Context: an optimization exercise on an open-source flow, tuned for small area and a short achievable clock period. The choices shown serve that exercise and are no tape-out recipe. RTL that was checked went through simulation tests only; none was proved equivalent to the original. No activity file was given, so power comes from the tool's default toggle rates.

==> inputs of exp/amber <==
Design memory_mc_top, start of the top module:
module memory_mc_top (
  input  logic         clk,
  input  logic         res,
  input  logic [3:0]   ch_valid,
  output logic [3:0]   ch_ready,
  input  logic [3:0]   ch_wr_rd,
  input  logic [27:0]  ch_addr,
  input  logic [127:0] ch_wdata,
  input  logic [15:0]  ch_wstrb,
  output logic [127:0] ch_rdata,
  output logic [3:0]   ch_rvalid,
  output logic [3:0]   ch_err
);
  memory_mc #(
    .WIDTH     (32),
    .DEPTH     (64),
    .ADDR_WIDTH(7),
    .NUM_CH    (4),
    .RD_LAT    (1)
  ) u_mc (
    .clk      (clk),
    .res      (res),
    .ch_valid (ch_valid),
    .ch_ready (ch_ready),
    .ch_wr_rd (ch_wr_rd),
    .ch_addr  (ch_addr),
    .ch_wdata (ch_wdata),
    .ch_wstrb (ch_wstrb),
    .ch_rdata (ch_rdata),
    .ch_rvalid(ch_rvalid),
    .ch_err   (ch_err)
  );
endmodule
==> module memory_mc_arb, before the edit <==
module memory_mc_arb #(
  parameter int unsigned NUM_CH = 4
) (
  input  logic [NUM_CH-1:0] ptr,       
  input  logic [NUM_CH-1:0] valid,
  output logic [NUM_CH-1:0] gnt
);
  logic [NUM_CH-1:0] prio [NUM_CH];
  always_comb begin
    for (int j = 0; j < NUM_CH; j++) begin
      for (int i = 0; i < NUM_CH; i++) begin
        prio[j][i] = 1'b0;
        for (int p = 0; p < NUM_CH; p++) begin
          if (j != i && ((j - p + NUM_CH) % NUM_CH) < ((i - p + NUM_CH) % NUM_CH)) begin
            prio[j][i] = prio[j][i] | ptr[p];
          end
        end
      end
    end
    for (int i = 0; i < NUM_CH; i++) begin
      logic blk;
      blk = 1'b0;
      for (int j = 0; j < NUM_CH; j++) blk = blk | (valid[j] & prio[j][i]);
      gnt[i] = valid[i] & ~blk;
    end
  end
endmodule
==> module memory_mc_rdmux, before the edit <==
module memory_mc_rdmux #(
  parameter int unsigned WIDTH = 32,
  parameter int unsigned NLo   = 8,
  parameter int unsigned NHi   = 8
) (
  input  logic [NLo*NHi*WIDTH-1:0] mem,
  input  logic [NLo-1:0]           lo_sel,
  input  logic [NHi-1:0]           hi_sel,
  output logic [WIDTH-1:0]         rd
);
  logic [WIDTH-1:0] grp [NHi];
  always_comb begin
    rd = '0;
    for (int h = 0; h < NHi; h++) begin
      grp[h] = '0;
      for (int l = 0; l < NLo; l++) begin
        grp[h] = grp[h] | (mem[(h*NLo + l)*WIDTH +: WIDTH] & {WIDTH{lo_sel[l]}});
      end
      rd = rd | (grp[h] & {WIDTH{hi_sel[h]}});
    end
  end
endmodule
==> module memory_mc, before the edit <==
module memory_mc #(
  parameter int unsigned WIDTH      = 32,
  parameter int unsigned DEPTH      = 64,
  parameter int unsigned ADDR_WIDTH = 7,
  parameter int unsigned NUM_CH     = 4,
  parameter int unsigned RD_LAT     = 1
) (
  input  logic                         clk,
  input  logic                         res,
  input  logic [NUM_CH-1:0]            ch_valid,
  output logic [NUM_CH-1:0]            ch_ready,
  input  logic [NUM_CH-1:0]            ch_wr_rd,
  input  logic [NUM_CH*ADDR_WIDTH-1:0] ch_addr,
  input  logic [NUM_CH*WIDTH-1:0]      ch_wdata,
  input  logic [NUM_CH*WIDTH/8-1:0]    ch_wstrb,
  output logic [NUM_CH*WIDTH-1:0]      ch_rdata,
  output logic [NUM_CH-1:0]            ch_rvalid,
  output logic [NUM_CH-1:0]            ch_err
);
  localparam int unsigned NumBytes = WIDTH / 8;
  localparam int unsigned IdxW     = $clog2(DEPTH);
  localparam int unsigned NLo      = 1 << (IdxW / 2);
  localparam int unsigned NHi      = DEPTH / NLo;
  logic [NUM_CH-1:0] ptr_q;    
  logic [NUM_CH-1:0] gnt;      
  logic [NUM_CH-1:0] gnt_out;  
  logic [NUM_CH-1:0] gnt_d;    
  memory_mc_arb #(.NUM_CH(NUM_CH)) u_arb (.ptr(ptr_q), .valid(ch_valid), .gnt(gnt));
  memory_mc_arb #(.NUM_CH(NUM_CH)) u_arb_d (.ptr(ptr_q), .valid(ch_valid), .gnt(gnt_d));
  memory_mc_arb #(.NUM_CH(NUM_CH)) u_arb_out (.ptr(ptr_q), .valid(ch_valid), .gnt(gnt_out));
  assign ch_ready = gnt_out & {NUM_CH{res}};
  always_ff @(posedge clk or negedge res) begin
    if (!res) begin
      ptr_q <= NUM_CH'(1);
    end else if (|ch_valid) begin
      for (int i = 0; i < NUM_CH; i++) ptr_q[(i + 1) % NUM_CH] <= gnt[i];
    end
  end
  logic [NUM_CH-1:0]         oor;
  logic [NLo-1:0]            lo_sel;
  logic [NHi-1:0]            hi_rd;
  logic [DEPTH*NumBytes-1:0] wen;
  logic [WIDTH-1:0]          wdata_sel;
  memory_mc_sel #(
    .WIDTH(WIDTH), .DEPTH(DEPTH), .ADDR_WIDTH(ADDR_WIDTH), .NUM_CH(NUM_CH), .NLo(NLo), .NHi(NHi)
  ) u_sel (
    .gnt(gnt), .gnt_d(gnt_d), .res(res), .ch_wr_rd(ch_wr_rd), .ch_addr(ch_addr), .ch_wdata(ch_wdata),
    .ch_wstrb(ch_wstrb), .oor(oor), .lo_sel(lo_sel), .hi_rd(hi_rd), .wen(wen),
    .wdata_sel(wdata_sel)
  );
  logic [DEPTH*WIDTH-1:0] mem_q;
  always_ff @(posedge clk) begin
    for (int w = 0; w < DEPTH; w++) begin
      for (int b = 0; b < NumBytes; b++) begin
        if (wen[w*NumBytes + b]) begin
          mem_q[w*WIDTH + 8*b +: 8] <= wdata_sel[8*b +: 8];
        end
      end
    end
  end
  logic [WIDTH-1:0] rd_word;
  memory_mc_rdmux #(.WIDTH(WIDTH), .NLo(NLo), .NHi(NHi)) u_rd (
    .mem(mem_q), .lo_sel(lo_sel), .hi_sel(hi_rd), .rd(rd_word)
  );
  logic [NUM_CH-1:0]       rvalid_q, err_q;
  logic [NUM_CH*WIDTH-1:0] rdata_q;
  always_ff @(posedge clk or negedge res) begin
    if (!res) begin
      rvalid_q <= '0;
      err_q    <= '0;
      rdata_q  <= '0;
    end else begin
      for (int i = 0; i < NUM_CH; i++) begin
        rvalid_q[i] <= gnt_d[i] & ~ch_wr_rd[i];
        err_q[i]    <= gnt_d[i] & oor[i];
        if (gnt_d[i] && !ch_wr_rd[i]) begin
          rdata_q[i*WIDTH +: WIDTH] <= rd_word;   
        end
      end
    end
  end
  assign ch_rvalid = rvalid_q;
  assign ch_err    = err_q;
  assign ch_rdata  = rdata_q;
endmodule
clock: 5.5 ns
lec_check: 0
cap_margin: 20
core_margin: 2
core_utilization: 40
cts_cluster_diameter: 60
cts_cluster_size: 30
setup_slack_margin: 3.0
slew_margin: 20
synth_hierarchical: 1
synth_minimum_keep_size: 0
tns_end_percent: 0
standard.sh (not shown) runs the stock make flow with config.mk's settings and CLKGATE_MAP_FILE= SYNTH_SCRIPT=/design/flow/synth_recipe.tcl, a recipe that flattens the netlist after the stock synthesis.
==> flow/flow/run.sh <==
#!/bin/bash
# Standard ORFS layout, but ports are buffered with a plain buf_2 instead of
# the delay-cell buffer buffer_ports picks by default.
set -euo pipefail
export BUFFER_PORTS_ARGS="-buffer_cell sky130_fd_sc_hd__buf_2"
bash standard.sh finish > orfs_make.log 2>&1
==> exp/indigo: changes against exp/amber <==
--- a/flow/design.v
+++ b/flow/design.v
@@ -3,18 +3,7 @@
 ) (
-  input  logic [NUM_CH-1:0] ptr,       
-  input  logic [NUM_CH-1:0] valid,
-  output logic [NUM_CH-1:0] gnt
-);
-  logic [NUM_CH-1:0] prio [NUM_CH];
-  always_comb begin
-    for (int j = 0; j < NUM_CH; j++) begin
-      for (int i = 0; i < NUM_CH; i++) begin
-        prio[j][i] = 1'b0;
-        for (int p = 0; p < NUM_CH; p++) begin
-          if (j != i && ((j - p + NUM_CH) % NUM_CH) < ((i - p + NUM_CH) % NUM_CH)) begin
-            prio[j][i] = prio[j][i] | ptr[p];
-          end
-        end
-      end
-    end
+  input  logic [NUM_CH*NUM_CH-1:0] prio,
+  input  logic [NUM_CH-1:0]        valid,
+  output logic [NUM_CH-1:0]        gnt
+);
+  always_comb begin
     for (int i = 0; i < NUM_CH; i++) begin
@@ -22,3 +11,3 @@
       blk = 1'b0;
-      for (int j = 0; j < NUM_CH; j++) blk = blk | (valid[j] & prio[j][i]);
+      for (int j = 0; j < NUM_CH; j++) blk = blk | (valid[j] & prio[j*NUM_CH + i]);
       gnt[i] = valid[i] & ~blk;
@@ -92,6 +81,6 @@
 ) (
-  input  logic [NLo*NHi*WIDTH-1:0] mem,
-  input  logic [NLo-1:0]           lo_sel,
-  input  logic [NHi-1:0]           hi_sel,
-  output logic [WIDTH-1:0]         rd
+  input  logic [NLo*NHi*WIDTH-1:0]   mem,
+  input  logic [NLo-1:0]             lo_sel,
+  input  logic [NHi-1:0]             hi_sel,
+  output logic [NHi/2*WIDTH-1:0]     part_n
 );
@@ -99,3 +88,2 @@
   always_comb begin
-    rd = '0;
     for (int h = 0; h < NHi; h++) begin
@@ -105,3 +93,24 @@
       end
-      rd = rd | (grp[h] & {WIDTH{hi_sel[h]}});
+    end
+    for (int k = 0; k < NHi / 2; k++) begin
+      part_n[k*WIDTH +: WIDTH] = ~((grp[2*k] & {WIDTH{hi_sel[2*k]}}) |
+                                   (grp[2*k+1] & {WIDTH{hi_sel[2*k+1]}}));
+    end
+  end
+endmodule
+module memory_mc_rdout #(
+  parameter int unsigned WIDTH = 32,
+  parameter int unsigned NPART = 4
+) (
+  input  logic [NPART*WIDTH-1:0] part_n,
+  input  logic                   load,
+  input  logic [WIDTH-1:0]       q,
+  output logic [WIDTH-1:0]       d
+);
+  always_comb begin
+    for (int b = 0; b < WIDTH; b++) begin
+      logic all_n;
+      all_n = 1'b1;
+      for (int k = 0; k < NPART; k++) all_n = all_n & part_n[k*WIDTH + b];
+      d[b] = load ? ~all_n : q[b];
     end
@@ -132,15 +141,38 @@
   localparam int unsigned NHi      = DEPTH / NLo;
-  logic [NUM_CH-1:0] ptr_q;    
-  logic [NUM_CH-1:0] gnt;      
-  logic [NUM_CH-1:0] gnt_out;  
-  logic [NUM_CH-1:0] gnt_d;    
-  memory_mc_arb #(.NUM_CH(NUM_CH)) u_arb (.ptr(ptr_q), .valid(ch_valid), .gnt(gnt));
-  memory_mc_arb #(.NUM_CH(NUM_CH)) u_arb_d (.ptr(ptr_q), .valid(ch_valid), .gnt(gnt_d));
-  memory_mc_arb #(.NUM_CH(NUM_CH)) u_arb_out (.ptr(ptr_q), .valid(ch_valid), .gnt(gnt_out));
+  localparam int unsigned NPair = NUM_CH * (NUM_CH - 1) / 2;
+  logic [NPair-1:0]         swap_q, swap_d;
+  logic [NUM_CH*NUM_CH-1:0] prio;      
+  logic [NUM_CH-1:0]        gnt;       
+  logic [NUM_CH-1:0]        gnt_out;   
+  logic [NUM_CH-1:0]        gnt_d;     
+  always_comb begin
+    for (int j = 0; j < NUM_CH; j++) begin
+      for (int i = 0; i < NUM_CH; i++) begin
+        if (j < i)      prio[j*NUM_CH + i] = ~swap_q[(j*NUM_CH - (j*(j+1))/2 + (i-j-1))];
+        else if (j > i) prio[j*NUM_CH + i] = swap_q[(i*NUM_CH - (i*(i+1))/2 + (j-i-1))];
+        else            prio[j*NUM_CH + i] = 1'b0;
+      end
+    end
+  end
+  memory_mc_arb #(.NUM_CH(NUM_CH)) u_arb (.prio(prio), .valid(ch_valid), .gnt(gnt));
+  memory_mc_arb #(.NUM_CH(NUM_CH)) u_arb_d (.prio(prio), .valid(ch_valid), .gnt(gnt_d));
+  memory_mc_arb #(.NUM_CH(NUM_CH)) u_arb_out (.prio(prio), .valid(ch_valid), .gnt(gnt_out));
   assign ch_ready = gnt_out & {NUM_CH{res}};
+  always_comb begin
+    for (int j = 0; j < NUM_CH; j++) begin
+      for (int i = j + 1; i < NUM_CH; i++) begin
+        logic t;
+        t = 1'b0;
+        for (int g = 0; g < NUM_CH; g++) begin
+          if (((i - g - 1 + 2*NUM_CH) % NUM_CH) < ((j - g - 1 + 2*NUM_CH) % NUM_CH)) t = t | gnt[g];
+        end
+        swap_d[(j*NUM_CH - (j*(j+1))/2 + (i-j-1))] = t;
+      end
+    end
+  end
   always_ff @(posedge clk or negedge res) begin
     if (!res) begin
-      ptr_q <= NUM_CH'(1);
+      swap_q <= '0;
     end else if (|ch_valid) begin
-      for (int i = 0; i < NUM_CH; i++) ptr_q[(i + 1) % NUM_CH] <= gnt[i];
+      swap_q <= swap_d;
     end
@@ -169,8 +201,14 @@
   end
-  logic [WIDTH-1:0] rd_word;
+  logic [NHi/2*WIDTH-1:0] rd_part_n;
   memory_mc_rdmux #(.WIDTH(WIDTH), .NLo(NLo), .NHi(NHi)) u_rd (
-    .mem(mem_q), .lo_sel(lo_sel), .hi_sel(hi_rd), .rd(rd_word)
+    .mem(mem_q), .lo_sel(lo_sel), .hi_sel(hi_rd), .part_n(rd_part_n)
   );
   logic [NUM_CH-1:0]       rvalid_q, err_q;
-  logic [NUM_CH*WIDTH-1:0] rdata_q;
+  logic [NUM_CH*WIDTH-1:0] rdata_q, rdata_d;
+  for (genvar gi = 0; gi < NUM_CH; gi++) begin : g_rdout
+    memory_mc_rdout #(.WIDTH(WIDTH), .NPART(NHi / 2)) u_rdout (
+      .part_n(rd_part_n), .load(gnt_d[gi] & ~ch_wr_rd[gi]),
+      .q(rdata_q[gi*WIDTH +: WIDTH]), .d(rdata_d[gi*WIDTH +: WIDTH])
+    );
+  end
   always_ff @(posedge clk or negedge res) begin
@@ -184,6 +222,4 @@
         err_q[i]    <= gnt_d[i] & oor[i];
-        if (gnt_d[i] && !ch_wr_rd[i]) begin
-          rdata_q[i*WIDTH +: WIDTH] <= rd_word;   
-        end
-      end
+      end
+      rdata_q <= rdata_d;
     end
==> exp/yarrow: changes against exp/amber <==
--- a/flow/design.v
+++ b/flow/design.v
@@ -3,18 +3,7 @@
 ) (
-  input  logic [NUM_CH-1:0] ptr,       
-  input  logic [NUM_CH-1:0] valid,
-  output logic [NUM_CH-1:0] gnt
-);
-  logic [NUM_CH-1:0] prio [NUM_CH];
-  always_comb begin
-    for (int j = 0; j < NUM_CH; j++) begin
-      for (int i = 0; i < NUM_CH; i++) begin
-        prio[j][i] = 1'b0;
-        for (int p = 0; p < NUM_CH; p++) begin
-          if (j != i && ((j - p + NUM_CH) % NUM_CH) < ((i - p + NUM_CH) % NUM_CH)) begin
-            prio[j][i] = prio[j][i] | ptr[p];
-          end
-        end
-      end
-    end
+  input  logic [NUM_CH*NUM_CH-1:0] prio,
+  input  logic [NUM_CH-1:0]        valid,
+  output logic [NUM_CH-1:0]        gnt
+);
+  always_comb begin
     for (int i = 0; i < NUM_CH; i++) begin
@@ -22,3 +11,3 @@
       blk = 1'b0;
-      for (int j = 0; j < NUM_CH; j++) blk = blk | (valid[j] & prio[j][i]);
+      for (int j = 0; j < NUM_CH; j++) blk = blk | (valid[j] & prio[j*NUM_CH + i]);
       gnt[i] = valid[i] & ~blk;
@@ -132,15 +121,38 @@
   localparam int unsigned NHi      = DEPTH / NLo;
-  logic [NUM_CH-1:0] ptr_q;    
-  logic [NUM_CH-1:0] gnt;      
-  logic [NUM_CH-1:0] gnt_out;  
-  logic [NUM_CH-1:0] gnt_d;    
-  memory_mc_arb #(.NUM_CH(NUM_CH)) u_arb (.ptr(ptr_q), .valid(ch_valid), .gnt(gnt));
-  memory_mc_arb #(.NUM_CH(NUM_CH)) u_arb_d (.ptr(ptr_q), .valid(ch_valid), .gnt(gnt_d));
-  memory_mc_arb #(.NUM_CH(NUM_CH)) u_arb_out (.ptr(ptr_q), .valid(ch_valid), .gnt(gnt_out));
+  localparam int unsigned NPair = NUM_CH * (NUM_CH - 1) / 2;
+  logic [NPair-1:0]         swap_q, swap_d;
+  logic [NUM_CH*NUM_CH-1:0] prio;      
+  logic [NUM_CH-1:0]        gnt;       
+  logic [NUM_CH-1:0]        gnt_out;   
+  logic [NUM_CH-1:0]        gnt_d;     
+  always_comb begin
+    for (int j = 0; j < NUM_CH; j++) begin
+      for (int i = 0; i < NUM_CH; i++) begin
+        if (j < i)      prio[j*NUM_CH + i] = ~swap_q[(j*NUM_CH - (j*(j+1))/2 + (i-j-1))];
+        else if (j > i) prio[j*NUM_CH + i] = swap_q[(i*NUM_CH - (i*(i+1))/2 + (j-i-1))];
+        else            prio[j*NUM_CH + i] = 1'b0;
+      end
+    end
+  end
+  memory_mc_arb #(.NUM_CH(NUM_CH)) u_arb (.prio(prio), .valid(ch_valid), .gnt(gnt));
+  memory_mc_arb #(.NUM_CH(NUM_CH)) u_arb_d (.prio(prio), .valid(ch_valid), .gnt(gnt_d));
+  memory_mc_arb #(.NUM_CH(NUM_CH)) u_arb_out (.prio(prio), .valid(ch_valid), .gnt(gnt_out));
   assign ch_ready = gnt_out & {NUM_CH{res}};
+  always_comb begin
+    for (int j = 0; j < NUM_CH; j++) begin
+      for (int i = j + 1; i < NUM_CH; i++) begin
+        logic t;
+        t = 1'b0;
+        for (int g = 0; g < NUM_CH; g++) begin
+          if (((i - g - 1 + 2*NUM_CH) % NUM_CH) < ((j - g - 1 + 2*NUM_CH) % NUM_CH)) t = t | gnt[g];
+        end
+        swap_d[(j*NUM_CH - (j*(j+1))/2 + (i-j-1))] = t;
+      end
+    end
+  end
   always_ff @(posedge clk or negedge res) begin
     if (!res) begin
-      ptr_q <= NUM_CH'(1);
+      swap_q <= '0;
     end else if (|ch_valid) begin
-      for (int i = 0; i < NUM_CH; i++) ptr_q[(i + 1) % NUM_CH] <= gnt[i];
+      swap_q <= swap_d;
     end
==> flow/flow/run.sh (replaced) <==
#!/bin/bash
# Standard ORFS layout, but ports are buffered with a plain buf_1 instead of
# the delay-cell buffer buffer_ports picks by default.
set -euo pipefail
export BUFFER_PORTS_ARGS="-buffer_cell sky130_fd_sc_hd__buf_1"
bash standard.sh finish > orfs_make.log 2>&1
- CORE_UTILIZATION: 40 -> 55
- CTS_CLUSTER_DIAMETER: 60 -> 70
- CTS_CLUSTER_SIZE: 30 -> 40
==> exp/harbor: changes against exp/amber <==
--- a/flow/design.v
+++ b/flow/design.v
@@ -3,18 +3,7 @@
 ) (
-  input  logic [NUM_CH-1:0] ptr,       
-  input  logic [NUM_CH-1:0] valid,
-  output logic [NUM_CH-1:0] gnt
-);
-  logic [NUM_CH-1:0] prio [NUM_CH];
-  always_comb begin
-    for (int j = 0; j < NUM_CH; j++) begin
-      for (int i = 0; i < NUM_CH; i++) begin
-        prio[j][i] = 1'b0;
-        for (int p = 0; p < NUM_CH; p++) begin
-          if (j != i && ((j - p + NUM_CH) % NUM_CH) < ((i - p + NUM_CH) % NUM_CH)) begin
-            prio[j][i] = prio[j][i] | ptr[p];
-          end
-        end
-      end
-    end
+  input  logic [NUM_CH*NUM_CH-1:0] prio,
+  input  logic [NUM_CH-1:0]        valid,
+  output logic [NUM_CH-1:0]        gnt
+);
+  always_comb begin
     for (int i = 0; i < NUM_CH; i++) begin
@@ -22,3 +11,3 @@
       blk = 1'b0;
-      for (int j = 0; j < NUM_CH; j++) blk = blk | (valid[j] & prio[j][i]);
+      for (int j = 0; j < NUM_CH; j++) blk = blk | (valid[j] & prio[j*NUM_CH + i]);
       gnt[i] = valid[i] & ~blk;
@@ -132,15 +121,38 @@
   localparam int unsigned NHi      = DEPTH / NLo;
-  logic [NUM_CH-1:0] ptr_q;    
-  logic [NUM_CH-1:0] gnt;      
-  logic [NUM_CH-1:0] gnt_out;  
-  logic [NUM_CH-1:0] gnt_d;    
-  memory_mc_arb #(.NUM_CH(NUM_CH)) u_arb (.ptr(ptr_q), .valid(ch_valid), .gnt(gnt));
-  memory_mc_arb #(.NUM_CH(NUM_CH)) u_arb_d (.ptr(ptr_q), .valid(ch_valid), .gnt(gnt_d));
-  memory_mc_arb #(.NUM_CH(NUM_CH)) u_arb_out (.ptr(ptr_q), .valid(ch_valid), .gnt(gnt_out));
+  localparam int unsigned NPair = NUM_CH * (NUM_CH - 1) / 2;
+  logic [NPair-1:0]         swap_q, swap_d;
+  logic [NUM_CH*NUM_CH-1:0] prio;      
+  logic [NUM_CH-1:0]        gnt;       
+  logic [NUM_CH-1:0]        gnt_out;   
+  logic [NUM_CH-1:0]        gnt_d;     
+  always_comb begin
+    for (int j = 0; j < NUM_CH; j++) begin
+      for (int i = 0; i < NUM_CH; i++) begin
+        if (j < i)      prio[j*NUM_CH + i] = ~swap_q[(j*NUM_CH - (j*(j+1))/2 + (i-j-1))];
+        else if (j > i) prio[j*NUM_CH + i] = swap_q[(i*NUM_CH - (i*(i+1))/2 + (j-i-1))];
+        else            prio[j*NUM_CH + i] = 1'b0;
+      end
+    end
+  end
+  memory_mc_arb #(.NUM_CH(NUM_CH)) u_arb (.prio(prio), .valid(ch_valid), .gnt(gnt));
+  memory_mc_arb #(.NUM_CH(NUM_CH)) u_arb_d (.prio(prio), .valid(ch_valid), .gnt(gnt_d));
+  memory_mc_arb #(.NUM_CH(NUM_CH)) u_arb_out (.prio(prio), .valid(ch_valid), .gnt(gnt_out));
   assign ch_ready = gnt_out & {NUM_CH{res}};
+  always_comb begin
+    for (int j = 0; j < NUM_CH; j++) begin
+      for (int i = j + 1; i < NUM_CH; i++) begin
+        logic t;
+        t = 1'b0;
+        for (int g = 0; g < NUM_CH; g++) begin
+          if (((i - g - 1 + 2*NUM_CH) % NUM_CH) < ((j - g - 1 + 2*NUM_CH) % NUM_CH)) t = t | gnt[g];
+        end
+        swap_d[(j*NUM_CH - (j*(j+1))/2 + (i-j-1))] = t;
+      end
+    end
+  end
   always_ff @(posedge clk or negedge res) begin
     if (!res) begin
-      ptr_q <= NUM_CH'(1);
+      swap_q <= '0;
     end else if (|ch_valid) begin
-      for (int i = 0; i < NUM_CH; i++) ptr_q[(i + 1) % NUM_CH] <= gnt[i];
+      swap_q <= swap_d;
     end
==> comparison table <==
metric	exp/indigo	exp/yarrow	exp/harbor	exp/amber
N_taps	2704	1930	2688	2688
TritonCTS sink count	2190	2190	2190	2188
Setup slack after layout	2.13 ns	1.97 ns	1.97 ns	1.99 ns
Via count of the first global-routing pass	48512	47338	47412	46906
Outcome	complete, no violations	complete, no violations	complete, no violations	complete, no violations
Standby leakage power	30.5 nW	29.4 nW	30.5 nW	30.4 nW
Clock network fraction of design power	34.1%	34.0%	33.9%	30.6%
Switching portion of total power	25.7%	24.5%	25.0%	29.3%
Sum of buffers and inverters on the critical path	6	2	3	4
Via total after detailed routing	51499	49913	49785	48657
Sequential Power	19.0 mW	18.6 mW	18.6 mW	20.1 mW
Cell repeated most along the worst path	sky130_fd_sc_hd__buf_4	-	sky130_fd_sc_hd__buf_4	sky130_fd_sc_hd__nand4_1
Met2 wirelength from detailed routing	129 mm	119 mm	125 mm	117 mm
No functional check of the RTL was part of exp/amber and exp/indigo.

afterwards: timing with drivers on the ports:
No port has a modelled driver above. Below, the same layouts with a new extraction and two added sets of constraints. Step 1: set_driving_cell puts a clkbuf_16 on clk and a buf_2 on each other input, an assumption about the parent block. Step 2 moves the port delays by t, midway between the first and last clock arrival at a register: inputs arrive t later, outputs are due t later. That takes back most of the time a late clock gives input paths. Three values: no drivers, after step 1, after step 2; two values: the first two.
run	t, ns	slack for setup (ns)	slew at the worst register clock pin (ns)	worst slew at a driven data input, ns
exp/amber	0.921	1.995 / 1.995 / 1.146	0.11 / 0.11	0.13
exp/indigo	0.908	2.130 / 2.135 / 1.287	0.11 / 0.11	0.27
exp/yarrow	0.863	1.968 / 2.004 / 1.141	0.12 / 0.12	0.25
exp/harbor	0.897	1.968 / 1.977 / 1.096	0.11 / 0.11	0.30
After both steps setup and hold are still met in every run listed. For exp/harbor, which loses most, drivers alone change the setup slack by +0.009 ns; drivers and shift together by -0.872 ns.
